What follows belongs to an exercise in optimizing a design on an open flow for small area, a short achievable clock period and few clock cycles per item; a production flow would make more cautious choices. Only simulation tests tie the RTL to the original design; equivalence was not proved.

===== design/flow/config.mk =====
export PLATFORM = sky130hd
export DESIGN_NAME = idct_top
export DESIGN_NICKNAME = idct_top
export VERILOG_FILES = /design/flow/design.v
export SDC_FILE = /design/flow/constraint.sdc
export NUM_CORES = 4
export LEC_CHECK = 0
export CAP_MARGIN = 20
export CORE_MARGIN = 2
export CORE_UTILIZATION = 40
export PLACE_DENSITY = 0.6
export SETUP_SLACK_MARGIN = 5
export SLEW_MARGIN = 20
export SYNTH_MEMORY_MAX_BITS = 8192

===== design/flow/constraint.sdc =====
create_clock -name core_clock -period 10.0 [get_ports {Clock}]
set_input_delay 2.0000 -clock core_clock [delete_from_list [all_inputs] [get_ports {Clock}]]
set_output_delay 2.0000 -clock core_clock [all_outputs]
set_load 0.01 [all_outputs]

===== design/flow/design.v =====
package idct_pkg;
	function automatic logic [1:0] lane(input logic [2:0] k, input logic [1:0] n);
		case ({k, n})
			5'd5, 5'd9, 5'd10, 5'd12, 5'd23, 5'd24, 5'd27, 5'd30: lane = 2'd1;
			5'd6, 5'd15, 5'd20, 5'd29: lane = 2'd2;
			5'd7, 5'd13, 5'd22, 5'd28: lane = 2'd3;
			default: lane = 2'd0;
		endcase
	endfunction
	function automatic logic cneg(input logic [2:0] k, input logic [1:0] n);
		case ({k, n})
			5'd10, 5'd11: cneg = 1'b1;
			5'd13, 5'd14, 5'd15: cneg = 1'b1;
			5'd17, 5'd18: cneg = 1'b1;
			5'd21: cneg = 1'b1;
			5'd25, 5'd27: cneg = 1'b1;
			5'd29, 5'd31: cneg = 1'b1;
			default: cneg = 1'b0;
		endcase
	endfunction
endpackage
`timescale 1ns/100ps
module idct_addsub #(
	parameter int W = 32
) (
	input logic [W-1:0] a,
	input logic [W-1:0] b,
	input logic sub,
	output logic [W-1:0] y
);
logic [W:0] t;
assign t = {a, 1'b1} + {b ^ {W{sub}}, sub};
assign y = t[W:1];
endmodule
`timescale 1ns/100ps
module idct_mcm #(
	parameter int IW = 16,
	parameter int OW = 28
) (
	input logic Clock,
	input logic signed [IW-1:0] x_in,
	input logic [2:0] k_in,
	output logic [3:0][OW-1:0] p
);
logic [OW-1:0] x;
logic [OW-1:0] x9_c, x11_c, x25_c, x35_c, x257_c;
logic [OW-1:0] xa, x9, x11, x25, x35, x257;
logic [2:0] ka;
assign x = OW'(x_in);
assign x9_c = (x << 3) + x;
assign x11_c = (x << 4) - (x << 2) - x;
assign x25_c = (x << 5) - (x << 3) + x;
assign x35_c = (x << 5) + (x << 2) - x;
assign x257_c = (x << 8) + x;
always_ff @(posedge Clock) begin
	xa <= x;
	x9 <= x9_c;
	x11 <= x11_c;
	x25 <= x25_c;
	x35 <= x35_c;
	x257 <= x257_c;
	ka <= k_in;
end
logic odd, zero4;
logic [OW-1:0] l0_a, l0_b, l1_a, l1_b;
logic [OW-1:0] l0, l1, l2, l3;
assign odd = ka[0];
assign zero4 = (ka[1:0] == 2'b00);
assign l0_a = zero4 ? (xa << 11) : (x11 << 8);
assign l0_b = odd ? x25 : (zero4 ? '0 : (x35 << 2));
idct_addsub #(.W(OW)) as_l0 (.a(l0_a), .b(l0_b), .sub(!odd && !zero4), .y(l0));
assign l1_a = odd ? (x257 << 3) : (x9 << 7);
assign l1_b = odd ? (x11 << 5) : (x11 << 2);
idct_addsub #(.W(OW)) as_l1 (.a(l1_a), .b(l1_b), .sub(!odd), .y(l1));
assign l2 = (x25 << 6) + x9;
assign l3 = (x9 << 6) - x11;
always_ff @(posedge Clock) begin
	p <= {l3, l2, l1, l0};
end
endmodule
`timescale 1ns/100ps
module idct_top #(
	parameter int ROW_PITCH = 320
) (
	input logic Clock,
	input logic Resetn,
	input logic start,
	input logic [17:0] in_base,
	input logic [17:0] out_base,
	input logic [15:0] sram_read_data,
	output logic [17:0] sram_address,
	output logic [15:0] sram_write_data,
	output logic sram_we_n,
	output logic busy,
	output logic finish
);
localparam logic [17:0] PIX_PITCH = 18'(ROW_PITCH / 2);
localparam logic [6:0] LAST = 7'd109;
logic start_d;
logic [6:0] cnt;           
logic [17:0] out_base_r;
logic go;
assign go = !busy && start && !start_d;
always_ff @(posedge Clock or negedge Resetn) begin
	if (!Resetn) begin
		start_d <= 1'b0;
		busy <= 1'b0;
		finish <= 1'b0;
		cnt <= '0;
	end else begin
		start_d <= start;
		finish <= 1'b0;
		if (go) begin
			busy <= 1'b1;
			cnt <= 7'd1;
		end else if (busy) begin
			cnt <= cnt + 7'd1;
			if (cnt == LAST) begin
				busy <= 1'b0;
				finish <= 1'b1;
			end
		end
	end
end
logic [2:0] ra_n;      
logic [2:0] rc_n;      
logic rc_first;
logic hold_ld;         
logic [2:0] dr_c;      
logic [2:0] ca_k;      
logic [2:0] cc_k;      
logic ring_v;
logic [4:0] wm;        
logic [1:0] wi;        
logic wsub;            
logic [17:0] addr_delta;
logic rd_step;         
logic wr_load;         
logic wr_step;         
logic we_next;         
always_ff @(posedge Clock) begin
	ra_n <= 3'(cnt - 7'd3);
	rc_n <= 3'(cnt - 7'd5);
	rc_first <= (3'(cnt - 7'd5) == 3'd0) || (3'(cnt - 7'd5) == 3'd1);
	dr_c <= 3'(cnt - 7'd14);
	ca_k <= 3'((cnt - 7'd15) >> 3);
	cc_k <= 3'((cnt - 7'd17) >> 3);
	wm <= 5'(cnt - 7'd75);
end
always_comb begin
	case ({wm[4:3], wm[0]})
		3'b000: wi = 2'd0;
		3'b001: wi = 2'd1;
		3'b010: wi = 2'd3;
		3'b011: wi = 2'd2;
		3'b100: wi = 2'd2;
		3'b101: wi = 2'd3;
		3'b110: wi = 2'd1;
		default: wi = 2'd0;
	endcase
	wsub = wm[3];
end
always_ff @(posedge Clock or negedge Resetn) begin
	if (!Resetn) begin
		hold_ld <= 1'b0;
		ring_v <= 1'b0;
		rd_step <= 1'b0;
		wr_load <= 1'b0;
		wr_step <= 1'b0;
		we_next <= 1'b0;
		addr_delta <= '0;
	end else begin
		hold_ld <= busy && cnt >= 7'd13 && cnt <= 7'd69 && cnt[2:0] == 3'd5;
		ring_v <= busy && cnt >= 7'd17 && cnt <= 7'd80;
		rd_step <= (go || busy) && cnt <= 7'd62 || go;
		wr_load <= busy && cnt == 7'd76;
		wr_step <= busy && cnt >= 7'd77 && cnt <= 7'd107;
		we_next <= busy && cnt >= 7'd76 && cnt <= 7'd107;
		if (go || (busy && cnt <= 7'd62)) begin
			addr_delta <= (go || cnt[2:0] != 3'd7) ? 18'd1 : 18'(ROW_PITCH - 7);
		end else begin
			if (cnt[0] == 1'b1) begin
				addr_delta <= PIX_PITCH;
			end else if (cnt[2:0] == 3'd4) begin
				addr_delta <= (cnt[4:3] == 2'b11) ? (18'd0 - 18'd3 * PIX_PITCH - 18'd3) :
					(18'd3 * PIX_PITCH - 18'd3);
			end else begin
				addr_delta <= 18'd1 - PIX_PITCH;
			end
		end
	end
end
always_ff @(posedge Clock or negedge Resetn) begin
	if (!Resetn) begin
		sram_address <= '0;
		sram_we_n <= 1'b1;
		out_base_r <= '0;
	end else begin
		sram_we_n <= !(busy && we_next);
		if (go) begin
			sram_address <= in_base;
			out_base_r <= out_base;
		end else if (wr_load) begin
			sram_address <= out_base_r;
		end else if (busy && (rd_step || wr_step)) begin
			sram_address <= sram_address + addr_delta;
		end
	end
end
logic signed [15:0] s_reg;
logic [3:0][27:0] lp1;
always_ff @(posedge Clock) begin
	s_reg <= sram_read_data;
end
idct_mcm #(.IW(16), .OW(28)) mcm1 (.Clock(Clock), .x_in(s_reg), .k_in(ra_n), .p(lp1));
logic [3:0][29:0] acc1;    
logic [3:0][29:0] acc2;    
logic [3:0][29:0] ev_h;
logic [3:0][29:0] od_h;
for (genvar c = 0; c < 4; c++) begin : g_row
	logic [29:0] a_in;
	logic [29:0] a_out;
	logic [27:0] sel;
	assign sel = lp1[idct_pkg::lane(rc_n, 2'(c))];
	assign a_in = rc_first ? 30'd0 : acc2[c];
	idct_addsub #(.W(30)) as_row (
		.a(a_in),
		.b(30'($signed(sel))),
		.sub(idct_pkg::cneg(rc_n, 2'(c))),
		.y(a_out)
	);
	always_ff @(posedge Clock) begin
		acc1[c] <= a_out;
		acc2[c] <= acc1[c];
		if (hold_ld) begin
			ev_h[c] <= acc2[c];
			od_h[c] <= acc1[c];
		end
	end
end
logic [1:0] dr_i;
logic [30:0] dr_sum;
logic signed [22:0] t_reg;
assign dr_i = dr_c[2] ? ~dr_c[1:0] : dr_c[1:0];
idct_addsub #(.W(31)) as_drain (
	.a(31'($signed(ev_h[dr_i]))),
	.b(31'($signed(od_h[dr_i]))),
	.sub(dr_c[2]),
	.y(dr_sum)
);
always_ff @(posedge Clock) begin
	t_reg <= dr_sum[30:8];
end
logic [3:0][31:0] lp2;
idct_mcm #(.IW(23), .OW(32)) mcm2 (.Clock(Clock), .x_in(t_reg), .k_in(ca_k), .p(lp2));
logic [15:0][3:0][31:0] ring;
for (genvar r = 0; r < 4; r++) begin : g_col
	logic [31:0] a_in;
	logic [31:0] a_out;
	assign a_in = (cc_k[2:1] == 2'b00) ? 32'd0 : ring[15][r];
	idct_addsub #(.W(32)) as_col (
		.a(a_in),
		.b(lp2[idct_pkg::lane(cc_k, 2'(r))]),
		.sub(idct_pkg::cneg(cc_k, 2'(r))),
		.y(a_out)
	);
	always_ff @(posedge Clock) begin
		for (int i = 1; i < 16; i++) begin
			ring[i][r] <= ring[i-1][r];
		end
		ring[0][r] <= ring_v ? a_out : ring[15][r];
	end
end
logic [31:0] ae, be, ao, bo;
logic [31:0] q_e, q_o;
logic [15:0] qh_e, qh_o;
assign ae = wm[0] ? ring[2][wi] : ring[1][wi];
assign be = wm[0] ? ring[10][wi] : ring[9][wi];
assign ao = wm[0] ? ring[1][wi] : ring[0][wi];
assign bo = wm[0] ? ring[9][wi] : ring[8][wi];
idct_addsub #(.W(32)) as_qe (.a(ae), .b(be), .sub(wsub), .y(q_e));
idct_addsub #(.W(32)) as_qo (.a(ao), .b(bo), .sub(wsub), .y(q_o));
always_ff @(posedge Clock) begin
	qh_e <= q_e[31:16];
	qh_o <= q_o[31:16];
end
function automatic logic [7:0] clip(input logic [15:0] q);
	if (q[15]) begin
		clip = 8'h00;
	end else if (|q[14:8]) begin
		clip = 8'hff;
	end else begin
		clip = q[7:0];
	end
endfunction
always_ff @(posedge Clock) begin
	sram_write_data <= {clip(qh_e), clip(qh_o)};
end
endmodule

===== design/flow/run.sh =====
#!/bin/bash
# synth_recipe.tcl (not shown) runs the flow's synth.tcl, then flattens the netlist and writes it again
# the make line also repeats each setting of config.mk as NAME=value (left out here)
make -C /OpenROAD-flow-scripts/flow DESIGN_CONFIG=/design/flow/config.mk WORK_HOME=/design/flow/orfs CLKGATE_MAP_FILE= SYNTH_SCRIPT=/design/flow/synth_recipe.tcl finish

==> summary.txt <==
-- synthesized netlist by cell type, drive strengths merged (28+ instances only) --
library cell,n
nor2b,360
dfxtp,2889
o221ai,33
mux2,178
nand4,36
dfrtp,60
nand3,159
o31ai,53
and2,37
and3,43
nand2,1043
nor3,188
edfxtp,240
o211ai,77
a211oi,185
a21boi,36
ha,777
xnor2,610
buf,106
inv,454
or3,64
o21a,95
mux4,205
nand2b,124
o21bai,78
a21o,286
o21ai,677
a21oi,693
fa,105
or2,28
o211a,79
clkbuf,347
nor2,637
xor2,227
a31oi,135
mux2i,247
-- worst max-delay path: stages (launching register included) --
cell and delay, ps:
dfxtp_4 490, buf_4 170, buf_6 310, buf_16 360
nand3_1 130, o21ai_0 100, a21oi_1 100, a21oi_1 190
xnor2_1 190, ha_2 350, a21o_1 200, a311oi_4 420
nand2_1 150, o211ai_1 230, buf_4 210, a211oi_2 110
a31oi_4 290, o21bai_4 130, a211oi_1 270, o21bai_1 110
a21oi_1 180, xnor2_1 130
-- repair_timing --
action                                  4_1_cts  5_1_grt
gates resized for setup                     140      128
pin swaps                                    11       31
setup buffers                                36       57
endpoints found under the hold margin         0        0
cloned                                       13       13
endpoints found under the setup margin      173       70
-- per-layer routing --
layer,vias to the layer above,GRT usage (%),share of wire [%]
met5,-,0,0.0040
met4,2,6.73,3.5
met3,562,2.69,4.6
met2,2123,35.3,48
met1,41600,26.3,44
li1,42400,-,-
-- through the flow --
stage                     utilization [%]  instance area [sq um]  setup WS, ps
after global placement               41.9                 134000          3600
after CTS                            45.8                 147000          4910
after floorplan                         -                 129000          5030
after global routing                 46.2                 148000          4850
after detailed placement             41.9                 134000          3600
final                                46.2                 148000          4950
-- final cells by class --
cell class / instances / area [sq um] / share of cell area, %
Timing Repair Buffer: 300 / 3580 / 2.42
Clock buffer: 443 / 9320 / 6.30
Clock inverter: 147 / 1820 / 1.23
Sequential cell: 3190 / 66600 / 45.0
Multi-Input combinational cell: 7835 / 59500 / 40.2
Timing Repair inverter: 1 / 11.3 / 0.00761
Inverter: 456 / 1770 / 1.20
Tap cell: 4305 / 5390 / 3.64
Antenna cell: 6 / 15.0 / 0.0101
-- worst max path at each step --
stage | start | cells past startpoint | slack [ps] | end
floorplan | wm[0] | 22 | 5030 | qh_o[14]
global placement | wm[0] | 18 | 3600 | qh_e[14]
detailed placement | wm[0] | 18 | 3600 | qh_e[14]
CTS | wm[0] | 19 | 4910 | qh_e[14]
global route | wm[0] | 21 | 4850 | qh_e[14]
finish | wm[0] | 21 | 4950 | qh_e[14]
-- logic make-up after synthesis --
group,count (synthesis)
simple gates,2802
fa+ha+maj,882
mux,630
flops,3190
buf+inv,909
compound gates,2682
xor+xnor,837
==> impl_metrics.ini <==
[sta]
max_freq_mhz = 198
clock-skew-final_ps = 97.6
final-hold-violation-count = 0
hold_ws_ps = 273
finalSetupViolations = 0
rsz0062_at_grt = true
drv_slew = 0
period_minus_slack_ps = 5050
tightestPinTransition_ps = 1100
fin_crit_sh_pct = 50.5
tns_ps = 0
relSlewSlack_pct = 26.0

[worst_hold_path]
whs_endpoint = ring[933]
hp-start = ring[805]
hold_depth = 0
hp-class = flip-flop to flip-flop

[synthesis]
netlist.area_leader.share_pct = 45.0
synth_seq_cells = 3190
synth_xor_area_share_pct = 5.70
synth_top_family_by_area = compound AO/OA/AOI/OAI gates
synth_cells = 11900
syn_nets = 12900
synth.avg_cell_area_sq_um = 10.8
synth_adder_area_share_pct = 9.19
ys_types = 101
syn_area_sq_um = 129000
synth_flop_cell = dfxtp_1
synthMuxAreaShare_pct = 7.07
yosysWarningCount = 3
synth-edff-count = 240
yosys.area_share.simple_pct = 10.1
synth_compound_area_share_pct = 13.4
synth_area_leaders = dfxtp_1, ha_1, edfxtp_1
yosys.area.top_type = dfxtp_1
ys_seq_area_share_pct = 51.8
async_reset_ff_share_pct = 1.91

[clock_network]
cts_root_buf = clkbuf_16
htreeDepth = 5
cts_tree = built
cts_buffer_depth = 4
cts_sinks = 3190
clk_pin_slew_worst_paths_ps = 70
clock_latency_ps = 960
cts_made_buffers = 323
ctsHoldBuffers = 0

[grt]
grt_max_degree = 90
first_global_vias = 83700
grtUsageTotal_pct = 20.4
grt_overflow_total = 0
grt_first_pass_wirelength_um = 515000
antenna_found_initial = 5

[drt]
drc = 0
viasPerCell = 5.20
routedWlPerCell_um = 20.8
num_vias = 86700
wl_um = 347000
ant_nets = 0
first_iter_violations = 6180
first_pass_iters = 6

[layout]
area_growth_syn_to_layout_pct = 15.1
layout-drive-gt1-share_pct = 11.0
num-fill-cells = 29400
layout_common_cells = dfxtp_1, nand2_1, ha_1, a21oi_1, o21ai_0
layout_commonest_cell = dfxtp_1
layout.cells.non_filler = 16700
largest-register = ring
largest_reg_flops = 2048
nets = 13000
largest_registers = ring: 2048 flops, mcm2.p: 125 flops

[floorplan]
start_util_pct = 40.1
ios = 92
core_sq_um = 320000
rows = 208
dieArea_sq_um = 326000
dieHeight_um = 571
die_w_um = 571

[worst_setup_path]
cp_max_fo = 76
endpoint_kind = flip-flop
cp.arrival_ps = 5920
critical_path_class = flip-flop to flip-flop
r2r_start = wm[0]
worstPathRequired_ps = 10870
start_kind = flip-flop
r2r_cells = 21
rrSetupSlack_ps = 4950
timing.rr.end = qh_e[14]

[outcome]
status = no timing/DRC/antenna violations

[placed_design]
dp_cells = 16000
io_buffers = 91
gp_congestion = 0.910
hpwl_um = 245000

[run]
maxCapViolCount = 0
Testbench counts, summed over its fixed seeds: cycles 7,048, blocks 64.

what the ideal ports hide:
How much do the figures lean on ideal ports? The routed layout below was timed once more, with nothing changed but the port constraints. Step 1, drivers: a clkbuf_16 drives Clock and a buf_2 each remaining input, both assumed. Step 2, shift: input delay + t, output delay - t, t = (earliest + latest rising clock arrival at the registers) / 2. This alone moves slack from input paths to output paths. Three values: ideal ports, drivers, drivers and shift; two values: the first two.
t (ns): 1.004
setup slack, ns: 4.953 / 4.953 / 4.953
worst hold slack (ns): 0.273 / 0.273 / 0.273
worst slew at a driven data input, ns: 0.05
After both steps setup and hold are still met in this run. The setup slack of this run moves by 0.000 ns with the drivers and by 0.000 ns with both steps.
